This is an optimization exercise on Yosys and OpenROAD, whose aim is a short achievable clock period and few clock cycles per item, not a production implementation.
In this exercise RTL edits were held to simulation tests only and were not proved equivalent to the original.

== v6 ==
==> module pn_prefix_eval, before the edit <==
module pn_prefix_eval (
    input  logic               clk,
    input  logic               rst_n,
    input  logic               clear,       
    input  logic               tok_valid,   
    input  logic               tok_op,
    input  pn_pkg::tok_field_t tok_val,
    output logic               consume,     
    output logic               root_now,    
    output pn_pkg::val_t       root_val,
    output logic               done,        
    output pn_pkg::val_t       res,
    output logic               malformed,
    output logic               busy         
);
    localparam int FD = pn_pkg::FRM_DEPTH;
    logic [3:0]         f_op  [FD];         
    logic               f_has [FD];         
    logic               f_raw [FD];         
    logic               f_kx  [FD];         
    logic               f_ka  [FD];
    pn_pkg::val_t       f_l   [FD];
    pn_pkg::val_t       f_lt;               
    logic [2:0]         fcnt;
    pn_pkg::val_t       cval;               
    logic               mp;                 
    pn_pkg::val_t       operand;
    pn_pkg::val_t       full_p;
    pn_pkg::val_t       r_chain;
    pn_pkg::val_t       r_small [8];
    pn_pkg::val_t       r_tok;
    pn_pkg::val_t       r;
    logic               tok_operand;
    logic               stall;
    logic               reduce;
    logic               fill;
    logic               push;
    logic               bad;
    pn_mul_stage i_mul (.clk(clk), .x(f_l[0]), .y(cval), .prod(full_p));
    assign operand     = pn_pkg::val_t'(tok_val);
    assign consume     = tok_valid && !busy;
    assign tok_operand = consume && !tok_op && !done;
    assign stall   = busy && !mp && f_op[0][2] && !f_raw[0];
    always_comb begin
        pn_pkg::val_t s, ns, fast;
        s  = f_l[0] + cval;
        ns = (~f_l[0]) + (~cval) + pn_pkg::val_t'(2);
        fast = ({pn_pkg::VAL_W{f_op[0][0]}} & s) |
               ({pn_pkg::VAL_W{f_op[0][1]}} & (f_l[0] - cval)) |
               ({pn_pkg::VAL_W{f_op[0][2]}} & pn_pkg::mul_op(cval, f_l[0][1:0], f_kx[0], f_ka[0])) |
               ({pn_pkg::VAL_W{f_op[0][3]}} & (s[pn_pkg::VAL_W-1] ? ns : s));
        r_chain = mp ? full_p : fast;
    end
    logic [pn_pkg::VAL_W-4:0] lh, lh_inc, lh_dec;
    pn_pkg::val_t             m3, m5, m7;
    pn_pkg::val_t             r_add [8];         
    pn_pkg::val_t             r_sub [8];         
    pn_pkg::val_t             r_mul [8];         
    pn_pkg::val_t             r_abs [8];         
    assign lh     = f_lt[pn_pkg::VAL_W-1:3];
    assign lh_inc = lh + 1'b1;
    assign lh_dec = lh - 1'b1;
    assign m3     = f_lt + (f_lt << 1);
    assign m5     = f_lt + (f_lt << 2);
    assign m7     = (f_lt << 3) - f_lt;
    assign r_mul[0] = '0;
    assign r_mul[1] = f_lt;
    assign r_mul[2] = f_lt << 1;
    assign r_mul[3] = m3;
    assign r_mul[4] = f_lt << 2;
    assign r_mul[5] = m5;
    assign r_mul[6] = m3 << 1;
    assign r_mul[7] = m7;
    for (genvar k = 0; k < 8; k++) begin : g_small
        logic [3:0] lo_add, lo_sub;
        assign lo_add   = {1'b0, f_lt[2:0]} + 4'(k);
        assign lo_sub   = {1'b0, f_lt[2:0]} - 4'(k);
        assign r_add[k] = {lo_add[3] ? lh_inc : lh, lo_add[2:0]};
        assign r_sub[k] = {lo_sub[3] ? lh_dec : lh, lo_sub[2:0]};
        if (k == 0) begin : g_k0
            assign r_abs[k] = r_add[0][pn_pkg::VAL_W-1] ? ~r_sub[1] : r_add[0];
        end else begin : g_kn
            assign r_abs[k] = r_add[k][pn_pkg::VAL_W-1] ? ~r_add[k-1] : r_add[k];
        end
    end
    always_comb begin
        for (int k = 0; k < 8; k++) begin
            r_small[k] = ({pn_pkg::VAL_W{f_op[0][0]}} & r_add[k]) |
                         ({pn_pkg::VAL_W{f_op[0][1]}} & r_sub[k]) |
                         ({pn_pkg::VAL_W{f_op[0][2]}} & r_mul[k]) |
                         ({pn_pkg::VAL_W{f_op[0][3]}} & r_abs[k]);
        end
        r_tok = r_small[tok_val];
    end
    assign reduce = (busy && !stall) || (tok_operand && fcnt != '0 && f_has[0]);
    assign fill   = tok_operand && fcnt != '0 && !f_has[0];
    assign push   = consume && tok_op && !done && fcnt != 3'(FD);
    assign bad    = consume && (done || (tok_op && fcnt == 3'(FD)));
    assign r      = busy ? r_chain : r_tok;
    assign root_now = (reduce && fcnt == 3'd1) || (tok_operand && fcnt == '0);
    assign root_val = reduce ? r : operand;
    always_ff @(posedge clk) begin
        if (reduce) begin
            for (int i = 0; i < FD - 1; i++) begin
                f_op[i]  <= f_op[i+1];
                f_has[i] <= f_has[i+1];
                f_raw[i] <= f_raw[i+1];
                f_kx[i]  <= f_kx[i+1];
                f_ka[i]  <= f_ka[i+1];
                f_l[i]   <= f_l[i+1];
            end
            f_lt <= f_l[1];
            if (!f_has[1]) begin
                f_has[0] <= 1'b1;
                f_raw[0] <= 1'b0;
                f_l[0]   <= r;
                f_lt     <= r;
            end
            cval <= r;
        end else if (push) begin
            f_op[0]  <= {tok_val == pn_pkg::OP_ABS_SUM, tok_val == pn_pkg::OP_MUL,
                         tok_val == pn_pkg::OP_SUB,     tok_val == pn_pkg::OP_ADD};
            f_has[0] <= 1'b0;
            f_lt     <= '0;                 
            for (int i = 1; i < FD; i++) begin
                f_op[i]  <= f_op[i-1];
                f_has[i] <= f_has[i-1];
                f_raw[i] <= f_raw[i-1];
                f_kx[i]  <= f_kx[i-1];
                f_ka[i]  <= f_ka[i-1];
                f_l[i]   <= f_l[i-1];
            end
        end else if (fill) begin
            f_has[0] <= 1'b1;
            f_raw[0] <= 1'b1;
            f_kx[0]  <= tok_val[2] ^ tok_val[1];
            f_ka[0]  <= tok_val[2] & tok_val[1];
            f_l[0]   <= operand;
            f_lt     <= operand;
        end
        if (root_now)
            res <= root_val;
    end
    always_ff @(posedge clk or negedge rst_n) begin
        if (!rst_n) begin
            fcnt      <= '0;
            busy      <= 1'b0;
            done      <= 1'b0;
            malformed <= 1'b0;
            mp        <= 1'b0;
        end else if (clear) begin
            fcnt      <= '0;
            busy      <= 1'b0;
            done      <= 1'b0;
            malformed <= 1'b0;
            mp        <= 1'b0;
        end else begin
            mp <= stall;
            if (reduce) begin
                fcnt <= fcnt - 1'b1;
                busy <= (fcnt != 3'd1) && f_has[1];
            end else if (push) begin
                fcnt <= fcnt + 1'b1;
            end
            if (root_now)
                done <= 1'b1;
            if (bad)
                malformed <= 1'b1;
        end
    end
endmodule
clock: 11.0 ns
lec_check: 0
cap_margin: 20
core_margin: 2
core_utilization: 40
slew_margin: 20
standard.sh (not shown) runs the stock make flow with config.mk's settings and CLKGATE_MAP_FILE= SYNTH_SCRIPT=/design/flow/synth_recipe.tcl, a recipe that flattens the netlist after the stock synthesis.
==> flow/flow/run.sh <==
#!/bin/bash
set -euo pipefail
bash standard.sh SETUP_SLACK_MARGIN=8 finish > standard_flow.log 2>&1
Testbench counts of v6, summed over its fixed seeds: cycles 35,588, exprs 3,200.
Edits applied to the flow inputs when going from v6 to v7:
--- a/flow/design.v
+++ b/flow/design.v
@@ -247,9 +247,9 @@
     output logic               malformed,
     output logic               busy         
 );
     localparam int FD = pn_pkg::FRM_DEPTH;
-    logic [3:0]         f_op  [FD];         
+    pn_pkg::tok_field_t f_op  [FD];         
     logic               f_has [FD];         
     logic               f_raw [FD];         
     logic               f_kx  [FD];         
     logic               f_ka  [FD];
@@ -273,58 +273,15 @@
     pn_mul_stage i_mul (.clk(clk), .x(f_l[0]), .y(cval), .prod(full_p));
     assign operand     = pn_pkg::val_t'(tok_val);
     assign consume     = tok_valid && !busy;
     assign tok_operand = consume && !tok_op && !done;
-    assign stall   = busy && !mp && f_op[0][2] && !f_raw[0];
+    assign stall   = busy && !mp && f_op[0] == pn_pkg::OP_MUL && !f_raw[0];
+    assign r_chain = mp ? full_p : pn_pkg::fast_alu(f_op[0], f_l[0], cval, f_raw[0], 1'b0,
+                                                         f_kx[0], f_ka[0], 1'b0, 1'b0);
     always_comb begin
-        pn_pkg::val_t s, ns, fast;
-        s  = f_l[0] + cval;
-        ns = (~f_l[0]) + (~cval) + pn_pkg::val_t'(2);
-        fast = ({pn_pkg::VAL_W{f_op[0][0]}} & s) |
-               ({pn_pkg::VAL_W{f_op[0][1]}} & (f_l[0] - cval)) |
-               ({pn_pkg::VAL_W{f_op[0][2]}} & pn_pkg::mul_op(cval, f_l[0][1:0], f_kx[0], f_ka[0])) |
-               ({pn_pkg::VAL_W{f_op[0][3]}} & (s[pn_pkg::VAL_W-1] ? ns : s));
-        r_chain = mp ? full_p : fast;
-    end
-    logic [pn_pkg::VAL_W-4:0] lh, lh_inc, lh_dec;
-    pn_pkg::val_t             m3, m5, m7;
-    pn_pkg::val_t             r_add [8];         
-    pn_pkg::val_t             r_sub [8];         
-    pn_pkg::val_t             r_mul [8];         
-    pn_pkg::val_t             r_abs [8];         
-    assign lh     = f_lt[pn_pkg::VAL_W-1:3];
-    assign lh_inc = lh + 1'b1;
-    assign lh_dec = lh - 1'b1;
-    assign m3     = f_lt + (f_lt << 1);
-    assign m5     = f_lt + (f_lt << 2);
-    assign m7     = (f_lt << 3) - f_lt;
-    assign r_mul[0] = '0;
-    assign r_mul[1] = f_lt;
-    assign r_mul[2] = f_lt << 1;
-    assign r_mul[3] = m3;
-    assign r_mul[4] = f_lt << 2;
-    assign r_mul[5] = m5;
-    assign r_mul[6] = m3 << 1;
-    assign r_mul[7] = m7;
-    for (genvar k = 0; k < 8; k++) begin : g_small
-        logic [3:0] lo_add, lo_sub;
-        assign lo_add   = {1'b0, f_lt[2:0]} + 4'(k);
-        assign lo_sub   = {1'b0, f_lt[2:0]} - 4'(k);
-        assign r_add[k] = {lo_add[3] ? lh_inc : lh, lo_add[2:0]};
-        assign r_sub[k] = {lo_sub[3] ? lh_dec : lh, lo_sub[2:0]};
-        if (k == 0) begin : g_k0
-            assign r_abs[k] = r_add[0][pn_pkg::VAL_W-1] ? ~r_sub[1] : r_add[0];
-        end else begin : g_kn
-            assign r_abs[k] = r_add[k][pn_pkg::VAL_W-1] ? ~r_add[k-1] : r_add[k];
-        end
-    end
-    always_comb begin
-        for (int k = 0; k < 8; k++) begin
-            r_small[k] = ({pn_pkg::VAL_W{f_op[0][0]}} & r_add[k]) |
-                         ({pn_pkg::VAL_W{f_op[0][1]}} & r_sub[k]) |
-                         ({pn_pkg::VAL_W{f_op[0][2]}} & r_mul[k]) |
-                         ({pn_pkg::VAL_W{f_op[0][3]}} & r_abs[k]);
-        end
+        for (int k = 0; k < 8; k++)
+            r_small[k] = pn_pkg::fast_alu(f_op[0], f_lt, pn_pkg::val_t'(k), 1'b0, 1'b0, 1'b0, 1'b0,
+                                          k[2] ^ k[1], k[2] & k[1]);
         r_tok = r_small[tok_val];
     end
     assign reduce = (busy && !stall) || (tok_operand && fcnt != '0 && f_has[0]);
     assign fill   = tok_operand && fcnt != '0 && !f_has[0];
@@ -351,10 +308,9 @@
                 f_lt     <= r;
             end
             cval <= r;
         end else if (push) begin
-            f_op[0]  <= {tok_val == pn_pkg::OP_ABS_SUM, tok_val == pn_pkg::OP_MUL,
-                         tok_val == pn_pkg::OP_SUB,     tok_val == pn_pkg::OP_ADD};
+            f_op[0]  <= tok_val;
             f_has[0] <= 1'b0;
             f_lt     <= '0;                 
             for (int i = 1; i < FD; i++) begin
                 f_op[i]  <= f_op[i-1];
==> comparison <==
[compare] base=v6 new=v7: count of buffers added by post-CTS timing repair for setup climbed 24%, distinct cell type count after synthesis up 5, standard cell core area saw an increase, non-clock buffer count +181. Combined global-route utilization of all metal layers delta for v7 relative to v6: 5.4 points higher. Compared with v6, v7 degrades post-layout minimum cycle time. Changes observed in v7 relative to v6: initial core utilization level; routed wire length moved up. Looking at sequential share of layout area across v6 and v7, the one that comes out higher is v6. STATUS fmax: v7 loses against v6. Critical path data arrival time, v6 and v7: larger value in v7. Slowest stage cell on the critical path: a222oi_1 -> v6, a2111oi_4 -> v7.
Testbench counts of v7, summed over its fixed seeds: cycles 35,588, exprs 3,200.

[port drivers added, routing unchanged]
In the flow no input, the clock included, has a driving cell. The finished layouts below were timed again as built, in two steps. Step 1 (the two cells are an assumption about what drives the block):
set clk [get_ports {clk}]
set_driving_cell -lib_cell sky130_fd_sc_hd__clkbuf_16 $clk
set_driving_cell -lib_cell sky130_fd_sc_hd__buf_2 [delete_from_list [all_inputs] $clk]
Step 2 times the ports against the registers' clock, not the clock port: input delays grow and output delays shrink by t, the midpoint of the rising clock arrivals with the driver on. a / b / c = ideal ports / drivers / drivers and shift; a / b = the first two.
run	t (ns)	setup slack, ns	slew at the worst register clock pin (ns)	worst data-port slew with drivers (ns)
v6	0.776	6.460 / 6.460 / 6.086	0.07 / 0.07	0.14
v7	0.792	6.384 / 6.384 / 5.914	0.09 / 0.09	0.12
After both steps every run listed still meets setup and hold. The setup slack of v7, which loses most, moves by 0.000 ns with the drivers and by -0.470 ns with both steps.
